This design comes from an exercise in tuning for small area, a short achievable clock period and few clock cycles per item on the open sky130 flow, not from production work. RTL that was checked went through simulation tests only; none was proved equivalent to the original. No driver is modelled on the clock port, so clocking that relies on it looks cheaper here than on a real chip. No activity file was given, so power comes from the tool's default toggle rates.

==> flow/design.v <==
`default_nettype none
package overlap_split_pkg;
  localparam int SAMPLE_W_DEF = 64;
  localparam int HOP_DEF      = 18;
endpackage
`default_nettype wire
`default_nettype none
module split_bank_ram #(
  parameter int SAMPLE_W = 64,
  parameter int DEPTH    = 18
) (
  input  logic                clk,
  input  logic                wr_en,
  input  logic [SAMPLE_W-1:0] wr_data,
  output logic [SAMPLE_W-1:0] rd_data
);
  logic [SAMPLE_W-1:0] ring_q [DEPTH];
  assign rd_data = ring_q[0];
  always_ff @(posedge clk) begin
    ring_q[0] <= wr_en ? wr_data : ring_q[DEPTH-1];
    for (int i = 1; i < DEPTH; i++) begin
      ring_q[i] <= ring_q[i-1];
    end
  end
endmodule
`default_nettype wire
`default_nettype none
import overlap_split_pkg::*;
module overlap_split #(
  parameter int SAMPLE_W = overlap_split_pkg::SAMPLE_W_DEF,
  parameter int HOP      = overlap_split_pkg::HOP_DEF
) (
  input  logic                clk,
  input  logic                reset,
  input  logic [SAMPLE_W-1:0] in_split_pcmSample,
  input  logic                in_split_valid,
  output logic                in_split_ready,
  output logic [SAMPLE_W-1:0] out_split_pcmSample,
  output logic                out_split_valid,
  input  logic                out_split_ready,
  output logic                out_split_last
);
  localparam int PH_W = (HOP > 1) ? $clog2(HOP) : 1;
  localparam int IN_W = $clog2(HOP + 1);
  localparam logic [PH_W-1:0] PH_LAST = PH_W'(HOP - 1);
  localparam int LD_G = 4;
  localparam int LANE = SAMPLE_W / LD_G;
  logic [PH_W-1:0]     phase_q;     
  logic [PH_W-1:0]     jo_q;        
  logic                half_q;      
  logic [IN_W-1:0]     ji_q;        
  logic                first_q;     
  logic [LD_G-1:0]     sync_q;      
  logic [LD_G-1:0]     gt_q;        
  logic                in_rdy_q;    
  logic [SAMPLE_W-1:0] out_data_q;
  logic [LD_G-1:0]     out_valid_q;
  logic                out_last_q;
  logic                wr_en;
  logic [LD_G-1:0]     load_g;
  logic                load;
  logic [SAMPLE_W-1:0] ring_data;
  logic [PH_W-1:0]     phase_n;
  logic [PH_W-1:0]     jo_n;
  logic                eoh;         
  logic                sync_n;      
  logic                ge2;         
  logic                rdy_w;       
  logic                rdy_e;       
  logic                jo_gt;       
  logic                jo_gt1;      
  logic                jo_ge;       
  assign in_split_ready = in_rdy_q;
  assign wr_en          = in_split_valid && in_rdy_q;
  for (genvar g = 0; g < LD_G; g++) begin : g_load
    assign load_g[g] = sync_q[g] && gt_q[g]
                    && (!out_valid_q[g] || out_split_ready);
  end
  assign load           = load_g[0];
  split_bank_ram #(
    .SAMPLE_W (SAMPLE_W),
    .DEPTH    (HOP)
  ) u_bank_ram (
    .clk     (clk),
    .wr_en   (in_rdy_q),
    .wr_data (in_split_pcmSample),
    .rd_data (ring_data)
  );
  always_comb begin
    phase_n = (phase_q == PH_LAST) ? '0 : phase_q + PH_W'(1);
    eoh     = (jo_q == PH_LAST);
    jo_n    = eoh ? '0 : jo_q + PH_W'(1);
    sync_n  = (phase_n == jo_n);
    ge2     = (ji_q > IN_W'(jo_q) + IN_W'(1));
    rdy_w   = (ji_q != IN_W'(HOP - 1));
    rdy_e   = (ji_q != IN_W'(HOP)) && (IN_W'(phase_n) == ji_q);
    jo_gt   = (IN_W'(jo_q) > ji_q);
    jo_gt1  = (IN_W'(jo_q) > ji_q + IN_W'(1));
    jo_ge   = (IN_W'(jo_q) >= ji_q);
  end
  always_ff @(posedge clk) begin
    if (!reset) begin
      phase_q     <= PH_W'(2);
      jo_q        <= PH_W'(1);
      half_q      <= 1'b0;
      ji_q        <= '0;
      first_q     <= 1'b1;
      in_rdy_q    <= 1'b0;
      out_last_q  <= 1'b0;
    end else begin
      phase_q <= phase_n;
      if (load) jo_q <= jo_n;
      if (load && eoh) half_q <= !half_q;
      if (load && eoh && half_q) ji_q <= '0;
      else if (wr_en)            ji_q <= ji_q + IN_W'(1);
      if (load && eoh) begin
        in_rdy_q <= !half_q && (wr_en ? rdy_w : rdy_e);
      end else begin
        if (wr_en) in_rdy_q <= rdy_w && (half_q || (load ? jo_gt : jo_gt1));
        else       in_rdy_q <= rdy_e && (half_q || (load ? jo_ge : jo_gt));
      end
      if (load) begin
        out_last_q <= half_q && eoh;
        if (eoh) first_q <= 1'b0;
      end
    end
  end
  always_ff @(posedge clk) begin
    for (int g = 0; g < LD_G; g++) begin
      if (!reset) begin
        sync_q[g]      <= 1'b1;
        gt_q[g]        <= 1'b1;
        out_valid_q[g] <= 1'b1;
        out_data_q[g*LANE +: LANE] <= '0;
      end else begin
        sync_q[g] <= load_g[g] || sync_n;
        if (load_g[g] && eoh) begin
          gt_q[g] <= half_q || wr_en || (ji_q != '0);
        end else if (half_q) begin
          if (wr_en && !load_g[g])      gt_q[g] <= 1'b1;
          else if (!wr_en && load_g[g]) gt_q[g] <= ge2;
        end
        if (load_g[g]) begin
          out_data_q[g*LANE +: LANE] <= first_q ? '0 : ring_data[g*LANE +: LANE];
          out_valid_q[g]             <= 1'b1;
        end else if (out_split_ready) begin
          out_valid_q[g] <= 1'b0;
        end
      end
    end
  end
  assign out_split_pcmSample = out_data_q;
  assign out_split_valid     = out_valid_q[0];
  assign out_split_last      = out_last_q;
endmodule
`default_nettype wire
==> flow/config.mk <==
export PLATFORM = sky130hd
export DESIGN_NAME = overlap_split
export DESIGN_NICKNAME = overlap_split
export VERILOG_FILES = /design/flow/design.v
export SDC_FILE = /design/flow/constraint.sdc
export NUM_CORES = 4
export LEC_CHECK = 0
export ABC_CLOCK_PERIOD_IN_PS = 2000
export CAP_MARGIN = 20
export CORE_MARGIN = 2
export CORE_UTILIZATION = 50
export CTS_BUF_LIST = sky130_fd_sc_hd__clkbuf_16
export CTS_CLUSTER_DIAMETER = 60
export CTS_CLUSTER_SIZE = 30
export PLACE_DENSITY = 0.65
export SETUP_SLACK_MARGIN = 4.5
export SLEW_MARGIN = 20
==> flow/constraint.sdc <==
create_clock -name core_clock -period 7.0 [get_ports {clk}]
set_input_delay 1.4000 -clock core_clock [delete_from_list [all_inputs] [get_ports {clk}]]
set_output_delay 1.4000 -clock core_clock [all_outputs]
set_load 0.01 [all_outputs]
standard.sh (not shown) runs the stock make flow with config.mk's settings and CLKGATE_MAP_FILE= SYNTH_SCRIPT=/design/flow/synth_recipe.tcl, a recipe that flattens the netlist after the stock synthesis.
==> flow/flow/run.sh <==
#!/bin/bash
set -euo pipefail
bash standard.sh \
  "BUFFER_PORTS_ARGS=-buffer_cell sky130_fd_sc_hd__buf_1" \
  MATCH_CELL_FOOTPRINT=0 \
  finish > standard_flow.log 2>&1
Edit:
Settings changed: ABC_CLOCK_PERIOD_IN_PS 2000 to default, SLEW_MARGIN 20 to 85.
Effect: Total power came out higher by about 0.6%; critical path depth stays the same; cell area came out higher by about 2.4%.
Edit:
Settings changed: SLEW_MARGIN 85 to 20.
Fmax hardly moves. Combinational power is lower by a quarter to a third. Hold slack stays flat. First-iteration DRC count is lower slightly.
Edit:
Settings changed: SLEW_MARGIN 20 to 70.
What happened: Power falls by 1.2%; area after synthesis is unchanged; utilization stays flat; sequential power is about the same; design area hardly moves.
Function was not checked in any run of this note: the RTL went through the layout flow alone.

========
Setup of build 38:
overlap_split, a different RTL version from the one above (not shown whole).
Size in the first run: roughly 1600 cells after synthesis, about 1200 flip-flops, about 140 I/O pins, ~27000 µm² of cells after synthesis.
==> flow/design.v (excerpt) <==
module overlap_split #(
  parameter int SAMPLE_W = overlap_split_pkg::SAMPLE_W_DEF,
  parameter int HOP      = overlap_split_pkg::HOP_DEF
) (
  input  logic                clk,
  input  logic                reset,
  input  logic [SAMPLE_W-1:0] in_split_pcmSample,
  input  logic                in_split_valid,
  output logic                in_split_ready,
  output logic [SAMPLE_W-1:0] out_split_pcmSample,
  output logic                out_split_valid,
  input  logic                out_split_ready,
  output logic                out_split_last
);
  localparam int PH_W = (HOP > 1) ? $clog2(HOP) : 1;
  localparam int IN_W = $clog2(HOP + 1);
  localparam logic [PH_W-1:0] PH_LAST = PH_W'(HOP - 1);
  logic [PH_W-1:0]     phase_q;     
  logic [PH_W-1:0]     jo_q;        
  logic                half_q;      
  logic [IN_W-1:0]     ji_q;        
  logic                first_q;     
  logic                sync_q;      
  logic                gt_q;        
  logic                in_rdy_q;    
  logic [SAMPLE_W-1:0] out_data_q;
  logic                out_valid_q;
  logic                out_last_q;
  logic                wr_en;
  logic                load;
  logic [SAMPLE_W-1:0] ring_data;
  logic [PH_W-1:0]     phase_n;
  logic [PH_W-1:0]     jo_n;
  logic                eoh;         
  logic                sync_n;      
  logic                ge2;         
  logic                rdy_w;       
  logic                rdy_e;       
  logic                jo_gt;       
  logic                jo_gt1;      
  logic                jo_ge;       
  assign in_split_ready = in_rdy_q;
  assign wr_en          = in_split_valid && in_rdy_q;
  assign load           = sync_q && gt_q && (!out_valid_q || out_split_ready);
  split_bank_ram #(
    .SAMPLE_W (SAMPLE_W),
    .DEPTH    (HOP)
  ) u_bank_ram (
    .clk     (clk),
    .wr_en   (in_rdy_q),
    .wr_data (in_split_pcmSample),
    .rd_data (ring_data)
  );
  always_comb begin
    phase_n = (phase_q == PH_LAST) ? '0 : phase_q + PH_W'(1);
    eoh     = (jo_q == PH_LAST);
  ...
Settings: LEC_CHECK=0, CAP_MARGIN=20, CORE_MARGIN=2, CORE_UTILIZATION=50, CTS_BUF_LIST=sky130_fd_sc_hd__clkbuf_16, CTS_CLUSTER_DIAMETER=60, CTS_CLUSTER_SIZE=30, PLACE_DENSITY=0.65, SETUP_SLACK_MARGIN=4.5, SLEW_MARGIN=20; clock period 7.0 ns.
==> flow/flow/run.sh <==
#!/bin/bash
set -euo pipefail
here="$(pwd)"
bash standard.sh \
  "BUFFER_PORTS_ARGS=-buffer_cell sky130_fd_sc_hd__buf_1" \
  MATCH_CELL_FOOTPRINT=0 \
  "CTS_ARGS=-sink_clustering_enable -repair_clock_nets -sink_clustering_size 32 -sink_clustering_max_diameter 90 -buf_list sky130_fd_sc_hd__buf_12" \
  "POST_CTS_TCL=${here}/flow/extra_repair.tcl" \
  finish > standard_flow.log 2>&1
==> flow/flow/extra_repair.tcl <==
# Run after clock tree synthesis (POST_CTS_TCL hook). One more setup repair
# pass aimed at the paths from the inputs and between registers. For this
# pass only, the output delay is set to 0, so that repair does not stall on
# the register-to-output paths, whose delay (clock tree, flip-flop, output
# buffer) resizing cannot cut further. It aims 0.3 ns past the flow's own
# setup margin, as routing later adds delay to these paths. The design's
# output delay is put back before the database and constraints are written.
set my_outs [all_outputs]
set my_out_delay [expr {0.2 * $::env(FLOW_PERIOD_NS)}]
set_output_delay 0.0 -clock [get_clocks core_clock] $my_outs
estimate_parasitics -placement
repair_timing -setup -setup_margin [expr {$::env(SETUP_SLACK_MARGIN) + 0.3}] -repair_tns 100 -verbose
set_output_delay $my_out_delay -clock [get_clocks core_clock] $my_outs
detailed_placement
check_placement -verbose
estimate_parasitics -placement
report_worst_slack -max
Testbench counts of build 38, summed over its fixed seeds: cycles 11,520, blocks 320.
Setup changes, build 38 to build 59
==> flow/flow/run.sh <==
#!/bin/bash
set -euo pipefail
bash standard.sh \
  "BUFFER_PORTS_ARGS=-buffer_cell sky130_fd_sc_hd__buf_1" \
  MATCH_CELL_FOOTPRINT=0 \
  finish > standard_flow.log 2>&1
==> flow/config.mk <==
export PLATFORM = sky130hd
export DESIGN_NAME = overlap_split
export DESIGN_NICKNAME = overlap_split
export VERILOG_FILES = /design/flow/design.v
export SDC_FILE = /design/flow/constraint.sdc
export NUM_CORES = 4
export LEC_CHECK = 0
export CAP_MARGIN = 20
export CORE_MARGIN = 2
export CORE_UTILIZATION = 70
export CTS_BUF_LIST = sky130_fd_sc_hd__clkbuf_16
export CTS_CLUSTER_DIAMETER = 60
export CTS_CLUSTER_SIZE = 30
export PLACE_DENSITY = 0.8
export SETUP_SLACK_MARGIN = 4.5
export SLEW_MARGIN = 20
removed: flow/flow/extra_repair.tcl
## What came out
- Relative to build 38, critical path depth increased by 4 in build 59.
- Across both runs, non-clock buffer count was higher for build 59 than for build 38.
- Build 59 vs. build 38: first-pass GRT wire length grew by about 16%, share of cell area taken by multi-input logic gates shrank by 0.31 points, combinational power grew by about 2%.
Inputs modified between build 59 and build 51:
==> flow/flow/run.sh <==
#!/bin/bash
set -euo pipefail
here="$(pwd)"
bash standard.sh \
  "BUFFER_PORTS_ARGS=-buffer_cell sky130_fd_sc_hd__buf_1" \
  MATCH_CELL_FOOTPRINT=0 \
  "CTS_ARGS=-sink_clustering_enable -repair_clock_nets -sink_clustering_size 30 -sink_clustering_max_diameter 70 -buf_list sky130_fd_sc_hd__buf_12" \
  "POST_CTS_TCL=${here}/flow/extra_repair.tcl" \
  finish > standard_flow.log 2>&1
==> flow/flow/extra_repair.tcl (new file) <==
# Run after clock tree synthesis (POST_CTS_TCL hook). One more setup repair
# pass aimed at the paths from the inputs and between registers. For this
# pass only, the output delay is set to 0, so that repair does not stall on
# the register-to-output paths, whose delay (clock tree, flip-flop, output
# buffer) resizing cannot cut further. It aims 0.3 ns past the flow's own
# setup margin, as routing later adds delay to these paths. The design's
# output delay is put back before the database and constraints are written.
set my_outs [all_outputs]
set my_out_delay [expr {0.2 * $::env(FLOW_PERIOD_NS)}]
set_output_delay 0.0 -clock [get_clocks core_clock] $my_outs
estimate_parasitics -placement
repair_timing -setup -setup_margin [expr {$::env(SETUP_SLACK_MARGIN) + 0.3}] -repair_tns 100 -verbose
set_output_delay $my_out_delay -clock [get_clocks core_clock] $my_outs
detailed_placement
check_placement -verbose
estimate_parasitics -placement
report_worst_slack -max
==> flow/config.mk <==
export PLATFORM = sky130hd
export DESIGN_NAME = overlap_split
export DESIGN_NICKNAME = overlap_split
export VERILOG_FILES = /design/flow/design.v
export SDC_FILE = /design/flow/constraint.sdc
export NUM_CORES = 4
export LEC_CHECK = 0
export CAP_MARGIN = 20
export CORE_MARGIN = 2
export CORE_UTILIZATION = 50
export CTS_BUF_LIST = sky130_fd_sc_hd__clkbuf_16
export CTS_CLUSTER_DIAMETER = 60
export CTS_CLUSTER_SIZE = 30
export PLACE_DENSITY = 0.65
export SETUP_SLACK_MARGIN = 4.5
export SLEW_MARGIN = 20
--- outcome ---
Build 51 gives less power per cell area than build 59 did.
Build 51: register-to-register path setup slack is 0.17 ns higher than what build 59 reported.
Build 51 vs build 59 — met3 wirelength from detailed routing dropped 120 µm.
Build 51 has more setup slack than build 59.
### build 51 -> build 92
==> flow/flow/run.sh <==
#!/bin/bash
set -euo pipefail
bash standard.sh \
  "BUFFER_PORTS_ARGS=-buffer_cell sky130_fd_sc_hd__buf_1" \
  MATCH_CELL_FOOTPRINT=0 \
  finish > standard_flow.log 2>&1
removed: flow/flow/extra_repair.tcl
Results
Build 92 vs build 51: part of the power in the clock network up
The core of build 92 is more densely filled than that of build 51.
Changes observed in build 92 relative to build 51: final-layout clock-cell area share went up by 1.4 points, area of all placed cells without fillers went up by about 3%, routed wire length was more or less identical.
Total net switching power: build 92 higher than build 51
After synthesis and placement, the instance count of build 92 is above that of build 51.
For build 51, the launching element of the worst setup path was out_data_q[39], unlike build 92, where it was out_data_q[8].
The inputs of build 47 differ from those of build 92 as listed below.
==> flow/flow/run.sh <==
#!/bin/bash
set -euo pipefail
here="$(pwd)"
bash standard.sh \
  "BUFFER_PORTS_ARGS=-buffer_cell sky130_fd_sc_hd__buf_1" \
  MATCH_CELL_FOOTPRINT=0 \
  "CTS_ARGS=-sink_clustering_enable -repair_clock_nets -sink_clustering_size 30 -sink_clustering_max_diameter 80 -buf_list sky130_fd_sc_hd__buf_12" \
  "POST_CTS_TCL=${here}/flow/extra_repair.tcl" \
  finish > standard_flow.log 2>&1
==> flow/flow/extra_repair.tcl (new file) <==
# Run after clock tree synthesis (POST_CTS_TCL hook). One more setup repair
# pass aimed at the paths from the inputs and between registers. For this
# pass only, the output delay is set to 0, so that repair does not stall on
# the register-to-output paths, whose delay (clock tree, flip-flop, output
# buffer) resizing cannot cut further. It aims 0.3 ns past the flow's own
# setup margin, as routing later adds delay to these paths. The design's
# output delay is put back before the database and constraints are written.
set my_outs [all_outputs]
set my_out_delay [expr {0.2 * $::env(FLOW_PERIOD_NS)}]
set_output_delay 0.0 -clock [get_clocks core_clock] $my_outs
estimate_parasitics -placement
repair_timing -setup -setup_margin [expr {$::env(SETUP_SLACK_MARGIN) + 0.3}] -repair_tns 100 -verbose
set_output_delay $my_out_delay -clock [get_clocks core_clock] $my_outs
detailed_placement
check_placement -verbose
estimate_parasitics -placement
report_worst_slack -max
Build 92 → build 47: synthesized instance count level, design area decreased 3.1%.
Comparing the two runs side by side, build 47 comes out ahead of build 92 on worst path setup slack after routing.
Lower final cycle utilization of the critical path goes to build 47 over build 92.

==> afterwards: timing with drivers on the ports <==
The flow's constraints put no driver on any port. The routed layouts listed below were extracted and timed again, unchanged, in two steps.
Step 1 sets driving cells, clkbuf_16 on the clock port and buf_2 on the other inputs (assumed; they add their load-dependent delay and slew).
Step 2 moves the port delays by t, midway between the first and last clock arrival at a register: inputs arrive t later, outputs are due t later. That takes back most of the time a late clock gives input paths.
Three values: ideal, step 1, step 2; two values: the first two.
| run | shift t [ns] | setup WS [ns] | worst setup path at the end |
|---|---|---|---|
| the first run of note 1 | 0.672 | 4.485 / 4.427 / 3.935 | input to register |
| the second run of note 1 | 0.671 | 4.491 / 4.433 / 4.216 | input to register |
| the third run of note 1 | 0.672 | 4.485 / 4.427 / 3.935 | input to register |
| the fourth run of note 1 | 0.661 | 4.492 / 4.433 / 4.099 | input to register |
| build 38 | 0.589 | 4.567 / 4.514 / 4.205 | input to register |
| build 59 | 0.655 | 4.463 / 4.439 / 3.836 | input to register |
| build 51 | 0.605 | 4.559 / 4.504 / 4.201 | input to register |
| build 92 | 0.655 | 4.522 / 4.470 / 3.934 | input to register |
| build 47 | 0.600 | 4.565 / 4.510 / 4.185 | input to register |
After both steps setup and hold are still met in every run listed. For build 59, which loses most, drivers alone change the setup slack by -0.024 ns; drivers and shift together by -0.627 ns.
